Context: an optimization exercise on an open-source flow, tuned for small area, a short achievable clock period and few clock cycles per item. The choices shown serve that exercise and are no tape-out recipe. Where RTL was checked, it was by simulation tests only, not by an equivalence proof against the original.

job 3758:
==> flow/design.v (excerpt) <==
module hijri_date_from_day_number (
  input  logic                clk,
  input  logic                rst,
  input  logic                cfg_valid,
  output logic                cfg_ready,
  input  logic [21:0]     epoch_day_number,
  input  logic                in_valid,
  output logic                in_stall,
  input  logic [21:0]     julian_day_number,
  output logic                out_valid,
  input  logic                out_stall,
  output logic [4:0]    hijri_day,
  output logic [3:0]  hijri_month,
  output logic [13:0]   hijri_year,
  output logic                leap_year_flag,
  output logic                status_code
);
Size: roughly 1200 cells after synthesis, ~77 I/O pins.
Settings: LEC_CHECK=0, CAP_MARGIN=20, CORE_MARGIN=2, CORE_UTILIZATION=40, CTS_BUF_LIST=sky130_fd_sc_hd__clkbuf_4 sky130_fd_sc_hd__clkbuf_8, SETUP_SLACK_MARGIN=3.5, SLEW_MARGIN=20; clock period 7.5 ns.
standard.sh (not shown) runs the stock make flow with config.mk's settings and CLKGATE_MAP_FILE= SYNTH_SCRIPT=/design/flow/synth_recipe.tcl, a recipe that flattens the netlist after the stock synthesis.
==> flow/flow/run.sh <==
#!/bin/bash
# Standard layout, with every port buffered by a buf_1 instead of the default
# buffer cell. Each tool's output goes to a log file in this folder.
set -e
cp standard.sh standard_sh.txt
export BUFFER_PORTS_ARGS="-buffer_cell sky130_fd_sc_hd__buf_1"
bash standard.sh > standard.log 2>&1
Job 3758 | stages: all done | timing, DRC, antenna: all pass
## Diff of input files: job 4289 against job 3758
--- a/flow/design.v
+++ b/flow/design.v
@@ -58,48 +58,25 @@
   always_ff @(posedge clk) begin
     if (adv) begin
       s2_err <= s1_err;
       s2_d   <= s1_d[9:0];
       s2_q   <= qe;
     end
   end
   logic [9:0] ai, bi;
   logic       c1, t, c2f;
   hijri_z3 u_z3 (.d(s2_d), .q(s2_q), .ai(ai), .bi(bi), .c1(c1), .t(t), .c2f(c2f));
-  logic        s3_valid, s3_err, s3_c1, s3_t, s3_c2f;
-  logic [9:0]  s3_ai, s3_bi;
-  logic [13:0] s3_y1;
-  always_ff @(posedge clk) begin
-    if (rst)      s3_valid <= 1'b0;
-    else if (adv) s3_valid <= s2_valid;
-  end
-  always_ff @(posedge clk) begin
-    if (adv) begin
-      s3_err <= s2_err;
-      s3_ai  <= ai;
-      s3_bi  <= bi;
-      s3_c1  <= c1;
-      s3_t   <= t;
-      s3_c2f <= c2f;
-      s3_y1  <= s2_q;
-    end
-  end
-  logic [9:0]  zi;
-  logic        bb, fix, leap_y, leap_n, ovf;
-  logic [5:0]  dlo;
-  logic [4:0]  ge;
-  hijri_z4 u_z4 (.ai(s3_ai), .bi(s3_bi), .c1(s3_c1), .zi(zi));
   logic [5:0] nsum;
   logic [2:0] lp;
   always_comb begin
-    nsum = 6'(s3_y1[3:0]) + 6'(s3_y1[7:4]) + 6'(s3_y1[11:8]) + 6'(s3_y1[13:12]);
-    case ({s3_y1[0], nsum})
+    nsum = 6'(s2_q[3:0]) + 6'(s2_q[7:4]) + 6'(s2_q[11:8]) + 6'(s2_q[13:12]);
+    case ({s2_q[0], nsum})
       7'd0: lp = 3'b100;
       7'd1: lp = 3'b101;
       7'd2: lp = 3'b001;
       7'd3: lp = 3'b001;
       7'd4: lp = 3'b010;
       7'd5: lp = 3'b010;
       7'd6: lp = 3'b010;
       7'd7: lp = 3'b100;
       7'd8: lp = 3'b100;
       7'd9: lp = 3'b101;
@@ -187,32 +164,57 @@
       7'd106: lp = 3'b100;
       7'd107: lp = 3'b001;
       7'd108: lp = 3'b001;
       7'd109: lp = 3'b010;
       7'd110: lp = 3'b010;
       7'd111: lp = 3'b010;
       7'd112: lp = 3'b100;
       default: lp = 3'b000;
     endcase
   end
+  logic        s3_valid, s3_err, s3_c1, s3_t, s3_c2f;
+  logic [9:0]  s3_ai, s3_bi;
+  logic [13:0] s3_y1;
+  logic [2:0]  s3_lp;
+  always_ff @(posedge clk) begin
+    if (rst)      s3_valid <= 1'b0;
+    else if (adv) s3_valid <= s2_valid;
+  end
+  always_ff @(posedge clk) begin
+    if (adv) begin
+      s3_err <= s2_err;
+      s3_ai  <= ai;
+      s3_bi  <= bi;
+      s3_c1  <= c1;
+      s3_t   <= t;
+      s3_c2f <= c2f;
+      s3_y1  <= s2_q;
+      s3_lp  <= lp;
+    end
+  end
+  logic [9:0]  zi;
+  logic        bb, fix, leap_y, leap_n, ovf;
+  logic [5:0]  dlo;
+  logic [4:0]  ge;
+  hijri_z4 u_z4 (.ai(s3_ai), .bi(s3_bi), .c1(s3_c1), .zi(zi));
   always_comb begin
     bb     = s3_t ^ s3_c2f ^ s3_c1;
     fix    = (zi >= 10'd355) || (zi == 10'd354 && bb);
     dlo    = fix ? zi[5:0] + 6'd29 + 6'(bb) : zi[5:0];
     if (fix)
       ge = {zi >= 10'd650 - 10'(bb), zi >= 10'd591 - 10'(bb), zi >= 10'd532 - 10'(bb),
             zi >= 10'd473 - 10'(bb), zi >= 10'd414 - 10'(bb)};
     else
       ge = {zi >= 10'd295, zi >= 10'd236, zi >= 10'd177, zi >= 10'd118, zi >= 10'd59};
-    leap_y = fix ? lp[1] : lp[0];
-    leap_n = fix ? lp[2] : lp[1];
-    ovf    = fix ? (!lp[1] && zi == 10'd709 - 10'(bb)) : (!lp[0] && zi == 10'd354);
+    leap_y = fix ? s3_lp[1] : s3_lp[0];
+    leap_n = fix ? s3_lp[2] : s3_lp[1];
+    ovf    = fix ? (!s3_lp[1] && zi == 10'd709 - 10'(bb)) : (!s3_lp[0] && zi == 10'd354);
   end
   logic        s4_valid, s4_err, s4_ovf, s4_leap, s4_inc1, s4_inc2;
   logic [5:0]  s4_dlo;
   logic [4:0]  s4_ge;
   logic [13:0] s4_y1;
   always_ff @(posedge clk) begin
     if (rst)      s4_valid <= 1'b0;
     else if (adv) s4_valid <= s3_valid;
   end
   always_ff @(posedge clk) begin
[summary]
In summary, job 4289 completed successfully, with a layout that passed the timing, design-rule and antenna checks. From job 3758 to job 4289 the numbers moved as follows: number of storage elements in the synthesis netlist higher; synthesis-to-layout area growth lower; wire length of the first global-routing pass higher; highest attainable clock frequency higher. Global-route usage came out higher on job 4289 than on job 3758. Job 4289: met2 routing resource usage after global routing 0.88 points above job 3758. Diff job 3758 -> job 4289 | length of routed met2 wiring | up slightly. Changes observed in job 4289 relative to job 3758: wire length barely changed, flip-flop and latch area climbed about 2%, clock period minus final worst setup slack dropped 140 ps. Sort job 3758 and job 4289 by area of the die, descending, and job 3758 comes first. Looking at job 3758 and job 4289, the latest clock arrival within the worst-skew pair is a wash. The lower synthesized cell count came out of job 4289.
Testbench counts of job 4289, summed over its fixed seeds: cycles 16,040, items 16,000.
No functional check of the RTL was part of job 3758.

[static timing again, ports no longer ideal]
In the flow no input, the clock included, has a driving cell. The finished layouts below were timed again as built, in two steps. Step 1 sets driving cells, clkbuf_16 on the clock port and buf_2 on the other inputs (assumed; they add their load-dependent delay and slew). Step 2 also shifts input and output timing later by t, the mid clock arrival at the registers, as if the neighbouring blocks saw the same clock. Three values: ideal, step 1, step 2; two values: the first two.
| run | shift t [ns] | slack for setup (ns) | clock arrival spread, ns |
|---|---|---|---|
| job 3758 | 0.517 | 3.476 / 3.476 / 3.350 | 0.014 / 0.014 |
| job 4289 | 0.505 | 3.620 / 3.615 / 3.253 | 0.018 / 0.018 |
After both steps setup and hold are still met in every run listed. For job 4289, which loses most, drivers alone change the setup slack by -0.005 ns; drivers and shift together by -0.367 ns.
